Source: an optimization exercise on an open RTL-to-GDS flow (aim: small area, a short achievable clock period and few clock cycles). Production flows keep margins and buffers that such runs may drop.
In this exercise RTL edits were held to simulation tests only and were not proved equivalent to the original.
No activity file was given, so power comes from the tool's default toggle rates.

--- flow/config.mk ---
export PLATFORM = sky130hd
export DESIGN_NAME = timer_heap_scheduler_core
export DESIGN_NICKNAME = timer_heap_scheduler_core
export VERILOG_FILES = /design/flow/design.v
export SDC_FILE = /design/flow/constraint.sdc
export NUM_CORES = 4
export LEC_CHECK = 0
export CAP_MARGIN = 20
export CORE_MARGIN = 2
export CORE_UTILIZATION = 40
export SLEW_MARGIN = 20
--- flow/constraint.sdc ---
create_clock -name core_clock -period 9.0 [get_ports {clk}]
set_input_delay 1.8000 -clock core_clock [delete_from_list [all_inputs] [get_ports {clk}]]
set_output_delay 1.8000 -clock core_clock [all_outputs]
set_load 0.01 [all_outputs]
--- flow/design.v ---
package ths_pkg;
  localparam int DEPTH_DEF   = 16;
  localparam int MAX_RESULTS = 16;
  localparam logic [1:0] KIND_ACCEPT = 2'd0;
  localparam logic [1:0] KIND_REJECT = 2'd1;
  localparam logic [1:0] KIND_FIRE   = 2'd2;
endpackage
module ths_cmp
(
  input  logic [15:0] d,
  input  logic [7:0]  did,
  input  logic [15:0] x,
  input  logic [7:0]  xid,
  output logic        lt
);
  assign lt = {d, did} < {x, xid};
endmodule
module ths_heap_ram
(
  input  logic [15:0] x,
  output logic [15:0] y
);
  assign y = (x == 16'd0) ? 16'd0 : x - 16'd1;
endmodule
module timer_heap_scheduler_core
#(
  parameter int DEPTH = ths_pkg::DEPTH_DEF
) (
  input  logic        clk,
  input  logic        rst_n,
  input  logic        start,
  output logic        busy,
  input  logic        in_operation,
  input  logic [15:0] in_delay,
  input  logic [7:0]  in_timer_id,
  output logic        out_valid,
  output logic [1:0]  out_kind,
  output logic [7:0]  out_fired_id,
  output logic [31:0] out_at_time,
  output logic        out_last
);
  logic [31:0] cur_r;
  logic [DEPTH-1:0] v_r;                  
  logic [15:0] x_r  [0:DEPTH-1];          
  logic [7:0]  id_r [0:DEPTH-1];
  logic        busy_r;
  logic [3:0]  n_r;                       
  logic        ov_r, ol_r;
  logic [1:0]  ok_r;
  logic [7:0]  oid_r;
  logic        take, is_tick, is_add, full;
  logic        pop, dec, ins;
  logic        ov_n, ol_n, busy_n;
  logic [1:0]  ok_n;
  logic [7:0]  oid_n;
  logic        due0_t, due1_t, zero0, zero1;
  logic [DEPTH-1:0] lt, place;
  logic [15:0] dec_x [0:DEPTH-1];
  logic [15:0] src_x [0:DEPTH-1];
  logic [7:0]  src_id [0:DEPTH-1];
  assign take    = start & ~busy_r;
  assign is_tick = take & in_operation;
  assign is_add  = take & ~in_operation;
  assign full    = v_r[DEPTH-1];
  assign zero0  = (x_r[0] == 16'd0);
  assign zero1  = (x_r[1] == 16'd0);
  assign due0_t = v_r[0] & (x_r[0][15:1] == 15'd0);    
  assign due1_t = v_r[1] & (x_r[1][15:1] == 15'd0);
  assign pop = busy_r | (is_tick & due0_t);
  assign dec = is_tick;
  assign ins = is_add & ~full;
  always_comb begin
    ov_n   = 1'b0;
    ol_n   = 1'b1;
    busy_n = 1'b0;
    ok_n   = ths_pkg::KIND_FIRE;
    oid_n  = id_r[0];
    if (busy_r) begin
      ov_n   = 1'b1;
      busy_n = (n_r != 4'd14) & v_r[1] & zero1;
    end else if (is_tick) begin
      ov_n   = due0_t;
      busy_n = due0_t & due1_t;
    end else if (is_add) begin
      ov_n   = 1'b1;
      ok_n   = full ? ths_pkg::KIND_REJECT : ths_pkg::KIND_ACCEPT;
      oid_n  = in_timer_id;
      busy_n = (v_r[0] & zero0) | (~full & (in_delay == 16'd0));
    end
    ol_n = ~busy_n;
  end
  genvar g;
  generate
    for (g = 0; g < DEPTH; g++) begin : g_slot
      ths_cmp u_cmp (
        .d   (in_delay),
        .did (in_timer_id),
        .x   (x_r[g]),
        .xid (id_r[g]),
        .lt  (lt[g])
      );
      assign place[g] = ~v_r[g] | lt[g];
      if (g < DEPTH - 1) begin : g_up
        assign src_x[g]  = pop ? x_r[g+1]  : x_r[g];
        assign src_id[g] = pop ? id_r[g+1] : id_r[g];
      end else begin : g_top
        assign src_x[g]  = x_r[g];
        assign src_id[g] = id_r[g];
      end
      ths_heap_ram u_dec (
        .x (src_x[g]),
        .y (dec_x[g])
      );
      always_ff @(posedge clk) begin
        if (ins && place[g]) begin
          if (g == 0) begin
            x_r[g]  <= in_delay;
            id_r[g] <= in_timer_id;
          end else if (!place[g-(g>0)]) begin
            x_r[g]  <= in_delay;
            id_r[g] <= in_timer_id;
          end else begin
            x_r[g]  <= x_r[g-(g>0)];
            id_r[g] <= id_r[g-(g>0)];
          end
        end else if (dec || pop) begin
          x_r[g]  <= dec ? dec_x[g] : src_x[g];
          id_r[g] <= src_id[g];
        end
      end
    end
  endgenerate
  always_ff @(posedge clk) begin
    if (!rst_n) begin
      cur_r  <= 32'd0;
      v_r    <= '0;
      busy_r <= 1'b0;
      ov_r   <= 1'b0;
    end else begin
      if (is_tick) cur_r <= cur_r + 32'd1;
      if (ins) v_r <= {v_r[DEPTH-2:0], 1'b1};
      else if (pop) v_r <= {1'b0, v_r[DEPTH-1:1]};
      busy_r <= busy_n;
      ov_r   <= ov_n;
    end
  end
  always_ff @(posedge clk) begin
    n_r   <= busy_r ? n_r + 4'd1 : 4'd0;
    ok_r  <= ok_n;
    oid_r <= oid_n;
    ol_r  <= ol_n;
  end
  assign busy         = busy_r;
  assign out_valid    = ov_r;
  assign out_kind     = ok_r;
  assign out_fired_id = oid_r;
  assign out_at_time  = cur_r;
  assign out_last     = ol_r;
endmodule
--- flow/run.sh ---
#!/bin/bash
# synth_recipe.tcl (not shown) runs the flow's synth.tcl, then flattens the netlist and writes it again
# the make line also repeats each setting of config.mk as NAME=value (left out here)
make -C /OpenROAD-flow-scripts/flow DESIGN_CONFIG=/design/flow/config.mk WORK_HOME=/design/flow/orfs CLKGATE_MAP_FILE= SYNTH_SCRIPT=/design/flow/synth_recipe.tcl finish
==> notes.md <==
==> worst paths after layout <==
path / from / end / slack, ps
hold reg to reg: n_r[0] / n_r[0] / 450
setup reg to reg: x_r[0][10] / x_r[4][12] / 3440
hold / removal: n_r[0] / n_r[0] / 450
setup / recovery: x_r[0][10] / x_r[4][12] / 3440
==> sequential cells by signal, summed over array words and instances, names as in the netlist <==
register  count
busy_r        1
cur_r        32
id_r        128
n_r           4
oid_r         8
ok_r          2
ol_r          1
ov_r          1
v_r          16
x_r         256
==> kinds of logic (layout without fill, tap and decap cells) <==
family / count (synthesis) / in the layout
DFF: 449 / 449
xor gates and xnor gates: 260 / 260
buffers and inverters: 709 / 657
AOI/OAI and AO/OA: 1149 / 1149
muxes: 468 / 468
and+or+nand+nor: 1532 / 1532
other: 0 / 3
adders and majority gates: 364 / 364
==> layer usage <==
| layer | vias up | track usage [%] | routed length (µm) |
|---|---|---|---|
| met2 | 1741 | 42.77 | 66350 |
| li1 | 17894 | - | - |
| met3 | 423 | 4.040 | 11780 |
| met4 | 4 | 12.30 | 7462 |
| met1 | 18537 | 35.70 | 62440 |
| met5 | - | 0 | 27 |
==> power groups by stage <==
stage / Clock, µW / Combinational (µW) / Sequential (µW)
2_1_floorplan: 0 / 1220 / 2670
3_3_place_gp: 0 / 1620 / 2810
3_5_place_dp: 0 / 1650 / 2810
4_1_cts: 2440 / 1660 / 2770
5_1_grt: 2500 / 1870 / 2800
6_report: 2400 / 1690 / 2780
==> cell usage after synthesis (14+ instances only) <==
library cell / n / area, µm²
sky130_fd_sc_hd__nand2_1: 475 / 1783
sky130_fd_sc_hd__mux2i_1: 402 / 4024
sky130_fd_sc_hd__nor2_1: 392 / 1471
sky130_fd_sc_hd__edfxtp_1: 384 / 11530
sky130_fd_sc_hd__inv_1: 380 / 1426
sky130_fd_sc_hd__ha_1: 364 / 4554
sky130_fd_sc_hd__o21ai_0: 304 / 1521
sky130_fd_sc_hd__a21oi_1: 269 / 1346
sky130_fd_sc_hd__xnor2_1: 225 / 1971
sky130_fd_sc_hd__clkbuf_1: 194 / 728.2
sky130_fd_sc_hd__nor3_1: 178 / 890.9
sky130_fd_sc_hd__nand3_1: 158 / 790.8
sky130_fd_sc_hd__o22ai_1: 88 / 550.5
sky130_fd_sc_hd__nand4_1: 82 / 513.0
sky130_fd_sc_hd__buf_2: 79 / 395.4
sky130_fd_sc_hd__dfxtp_1: 65 / 1301
sky130_fd_sc_hd__a21o_1: 57 / 427.9
sky130_fd_sc_hd__nor4_1: 55 / 344.1
sky130_fd_sc_hd__mux2_2: 54 / 608.1
sky130_fd_sc_hd__a211oi_1: 51 / 382.9
sky130_fd_sc_hd__and3_1: 43 / 269.0
sky130_fd_sc_hd__o32ai_1: 43 / 376.6
sky130_fd_sc_hd__a31oi_1: 39 / 244.0
sky130_fd_sc_hd__o211ai_1: 37 / 277.8
sky130_fd_sc_hd__xor2_1: 35 / 306.5
sky130_fd_sc_hd__o21a_1: 31 / 232.7
sky130_fd_sc_hd__buf_4: 26 / 195.2
sky130_fd_sc_hd__or3_1: 26 / 162.7
sky130_fd_sc_hd__o21ai_1: 25 / 125.1
sky130_fd_sc_hd__nand2b_1: 24 / 150.1
sky130_fd_sc_hd__a2111oi_0: 22 / 192.7
sky130_fd_sc_hd__and2_1: 19 / 118.9
sky130_fd_sc_hd__a22oi_1: 18 / 135.1
sky130_fd_sc_hd__a211o_1: 16 / 140.1
sky130_fd_sc_hd__a311oi_1: 16 / 140.1
sky130_fd_sc_hd__buf_1: 16 / 60.06
sky130_fd_sc_hd__or4_1: 15 / 112.6
sky130_fd_sc_hd__a311o_1: 14 / 140.1
==> critical path: stages, from the launching register on <==
cell and delay [ps]:
sky130_fd_sc_hd__edfxtp_1 440, sky130_fd_sc_hd__nor3_1 480, sky130_fd_sc_hd__nand3_1 770, sky130_fd_sc_hd__buf_4 470, sky130_fd_sc_hd__o31ai_4 420, sky130_fd_sc_hd__buf_12 440
sky130_fd_sc_hd__mux2i_1 350, sky130_fd_sc_hd__ha_1 220, sky130_fd_sc_hd__nand2_1 110, sky130_fd_sc_hd__a21oi_1 670, sky130_fd_sc_hd__nand3_1 350, sky130_fd_sc_hd__mux4_2 370
sky130_fd_sc_hd__nand2_1 80, sky130_fd_sc_hd__o21ai_0 80
==> cell type report <==
| type | count | area (µm²) |
|---|---|---|
| fillers | 10347 | 58160 |
| multi-input cells | 3773 | 26320 |
| flip-flops and latches | 449 | 12830 |
| well taps | 1380 | 1727 |
| clock buffers | 84 | 1703 |
| inverters | 381 | 1430 |
| repair buffers | 166 | 1379 |
| clock inverters | 26 | 239.0 |
| diodes | 3 | 7.507 |
==> per-stage QoR <==
step	std cells	hold WS [ps]
final	6262	452.4
after global routing	6260	494.7
after CTS	6259	457.4
after detailed placement	6149	444.8
after global placement	6149	432.5
after floorplan	4931	414.5
==> flow_results.xml <==
<?xml version="1.0" encoding="UTF-8"?>
<metrics>
  <group name="status">
    <metric name="status" unit="">finished clean</metric>
  </group>
  <group name="place">
    <metric name="post_dp_cell_area" unit="mm²">0.04368</metric>
    <metric name="dp.final_hpwl" unit="µm">107900</metric>
    <metric name="place.gp.congestion" unit="">0.9558</metric>
    <metric name="detailedPlace.worstSlack" unit="ps">2912</metric>
    <metric name="place.port_buffers" unit="">72</metric>
  </group>
  <group name="power_and_ir_drop">
    <metric name="intPower" unit="µW">4530</metric>
    <metric name="pwr-share-seq" unit="%">40.4</metric>
    <metric name="report.power.total" unit="µW">6869</metric>
    <metric name="netSwitchingPower" unit="µW">2340</metric>
    <metric name="leakage" unit="µW">0.01880</metric>
    <metric name="irDropWorstVdd" unit="V">0.0001530</metric>
    <metric name="swShare" unit="%">34.06</metric>
    <metric name="power.clock.fraction" unit="%">35.0</metric>
    <metric name="power_per_cell_area" unit="mW/mm²">150.5</metric>
    <metric name="power.share.combinational" unit="%">24.6</metric>
  </group>
  <group name="worst_setup_path">
    <metric name="path_max_fanout" unit="">91</metric>
    <metric name="cp_data_arrival_time" unit="ps">5980</metric>
    <metric name="start_kind" unit="">flip-flop</metric>
    <metric name="worst-endpoint-required" unit="ps">9420</metric>
    <metric name="critical_path_class" unit="">flip-flop to flip-flop</metric>
    <metric name="rr_worst_depth" unit="">13</metric>
    <metric name="worstSetupEndpointType" unit="">flip-flop</metric>
  </group>
  <group name="clocking">
    <metric name="insertion_delay" unit="ps">680</metric>
    <metric name="cts_made_buffers" unit="">58</metric>
    <metric name="root_driver" unit="">sky130_fd_sc_hd__clkbuf_16</metric>
    <metric name="clk_pin_slew" unit="ps">70</metric>
    <metric name="cts_tree" unit="">done</metric>
    <metric name="holdBufCountCts" unit="">0</metric>
    <metric name="cts.repair_timing.setup_buffer_count" unit="">0</metric>
    <metric name="clock_sinks" unit="">449</metric>
    <metric name="post_cts_resized" unit="">0</metric>
    <metric name="cts-root-to-sink-buffers" unit="">3</metric>
    <metric name="clock_tree.htree_level_count" unit="">2</metric>
  </group>
  <group name="route">
    <metric name="routed_wire_length_per_instance" unit="µm">23.64</metric>
    <metric name="length_of_the_first_detailed_routing_pass_in_iterations" unit="">8</metric>
    <metric name="drt_drc_violations_left" unit="">0</metric>
    <metric name="drt_iter0_markers" unit="">3693</metric>
    <metric name="vias" unit="">38599</metric>
    <metric name="antenna_violating_nets_post_route" unit="">0</metric>
    <metric name="via_per_inst" unit="">6.164</metric>
    <metric name="drt_wl_total" unit="µm">148100</metric>
  </group>
  <group name="floorplanning">
    <metric name="die-area" unit="mm²">0.1075</metric>
    <metric name="die-height" unit="µm">327.9</metric>
    <metric name="floorplan.io_pins" unit="">73</metric>
    <metric name="chipWidth" unit="µm">327.9</metric>
    <metric name="coreArea" unit="mm²">0.1038</metric>
    <metric name="core.rowCount" unit="">118</metric>
    <metric name="effective_utilization_at_floorplan" unit="%">40.42</metric>
  </group>
  <group name="grt">
    <metric name="grt_pass1_wl" unit="µm">225600</metric>
    <metric name="global_route.overflow_total" unit="">0</metric>
    <metric name="grt_antenna_before_repair" unit="">2</metric>
    <metric name="track_usage" unit="%">26.80</metric>
    <metric name="number_of_global_route_vias_before_repair" unit="">37465</metric>
    <metric name="largest_net_degree_at_the_start_of_global_routing" unit="">147</metric>
  </group>
  <group name="yosys">
    <metric name="synth_cell_types" unit="">96</metric>
    <metric name="synth_xor_area_share" unit="%">5.428</metric>
    <metric name="post_synth_inst_count" unit="">4931</metric>
    <metric name="synth-seq-area-share" unit="%">30.59</metric>
    <metric name="avgSynthCellArea" unit="µm²">8.508</metric>
    <metric name="synth_enable_flop_cells" unit="">384</metric>
    <metric name="syn_area" unit="mm²">0.04195</metric>
    <metric name="synth_top_family_by_area" unit="">compound AO/OA/AOI/OAI gates</metric>
    <metric name="post_synth_and_or_nand_nor_area_fraction" unit="%">17.05</metric>
    <metric name="synthMuxAreaShare" unit="%">11.57</metric>
    <metric name="ys_warn_count" unit="">10</metric>
    <metric name="synth_async_sr_flop_share" unit="%">0</metric>
    <metric name="synth-adder-area-share" unit="%">10.86</metric>
    <metric name="ys_ff_latch" unit="">449</metric>
    <metric name="synth-compound-area-share" unit="%">17.46</metric>
    <metric name="synthFlopType" unit="">sky130_fd_sc_hd__edfxtp_1</metric>
    <metric name="syn_nets" unit="">5323</metric>
  </group>
  <group name="sta">
    <metric name="setup_viol" unit="">0</metric>
    <metric name="setup_tns" unit="ps">0</metric>
    <metric name="timing.final.crit_share" unit="%">61.78</metric>
    <metric name="period_minus_slack" unit="ps">5561</metric>
    <metric name="transition_time_at_the_pin_with_the_least_slew_margin" unit="ps">1131</metric>
    <metric name="timing.fmax" unit="GHz">0.1798</metric>
    <metric name="drv_slew" unit="">0</metric>
    <metric name="unrepaired_setup_endpoints_after_global_routing" unit="">false</metric>
    <metric name="final_worst_path_setup_slack" unit="ps">3439</metric>
    <metric name="relSlewSlack" unit="%">24.15</metric>
    <metric name="final_hold_viols" unit="">0</metric>
    <metric name="worst_setup_skew_after_layout" unit="ps">24.78</metric>
  </group>
  <group name="hold_path">
    <metric name="hold_path.class" unit="">flip-flop to flip-flop</metric>
    <metric name="min_delay_path_depth" unit="">1</metric>
  </group>
  <group name="layout">
    <metric name="layout_common_cells" unit="">sky130_fd_sc_hd__nand2_1 (475), sky130_fd_sc_hd__mux2i_1 (402), sky130_fd_sc_hd__nor2_1 (389), sky130_fd_sc_hd__edfxtp_1 (384), sky130_fd_sc_hd__inv_1 (380)</metric>
    <metric name="drive_above_1_share" unit="%">6.559</metric>
    <metric name="utilization" unit="%">43.97</metric>
    <metric name="fin_area" unit="mm²">0.04563</metric>
    <metric name="area_growth_syn_to_layout" unit="%">8.774</metric>
    <metric name="finish.net_count" unit="">5221</metric>
    <metric name="leading_cell_type_in_the_layout_fill_and_taps_excluded" unit="">sky130_fd_sc_hd__nand2_1</metric>
  </group>
  <group name="flow_run">
    <metric name="drv.max_cap_violation_count" unit="">0</metric>
  </group>
</metrics>
Testbench counts, summed over its fixed seeds: cycles 5,518.

## afterwards: timing with drivers on the ports
How much do the figures lean on ideal ports? The routed layout below was timed once more, with nothing changed but the port constraints.
Step 1, drivers: a clkbuf_16 drives clk and a buf_2 each remaining input, both assumed.
Step 2 adds t to the input delays and takes it off the output delays; t is the mean of the earliest and latest rising clock arrival at the registers after step 1. Input paths then give back, and output paths get back, about the clock's delay inside the block.
Slacks: ideal ports / drivers / drivers and shift; pairs: ideal ports / drivers.
shift t [ns]: 0.736
setup slack, ns: 3.439 / 3.439 / 2.787
worst slew at a driven data input, ns: 0.04
After both steps this run still meets setup and hold. The setup slack of this run moves by 0.000 ns with the drivers and by -0.652 ns with both steps.
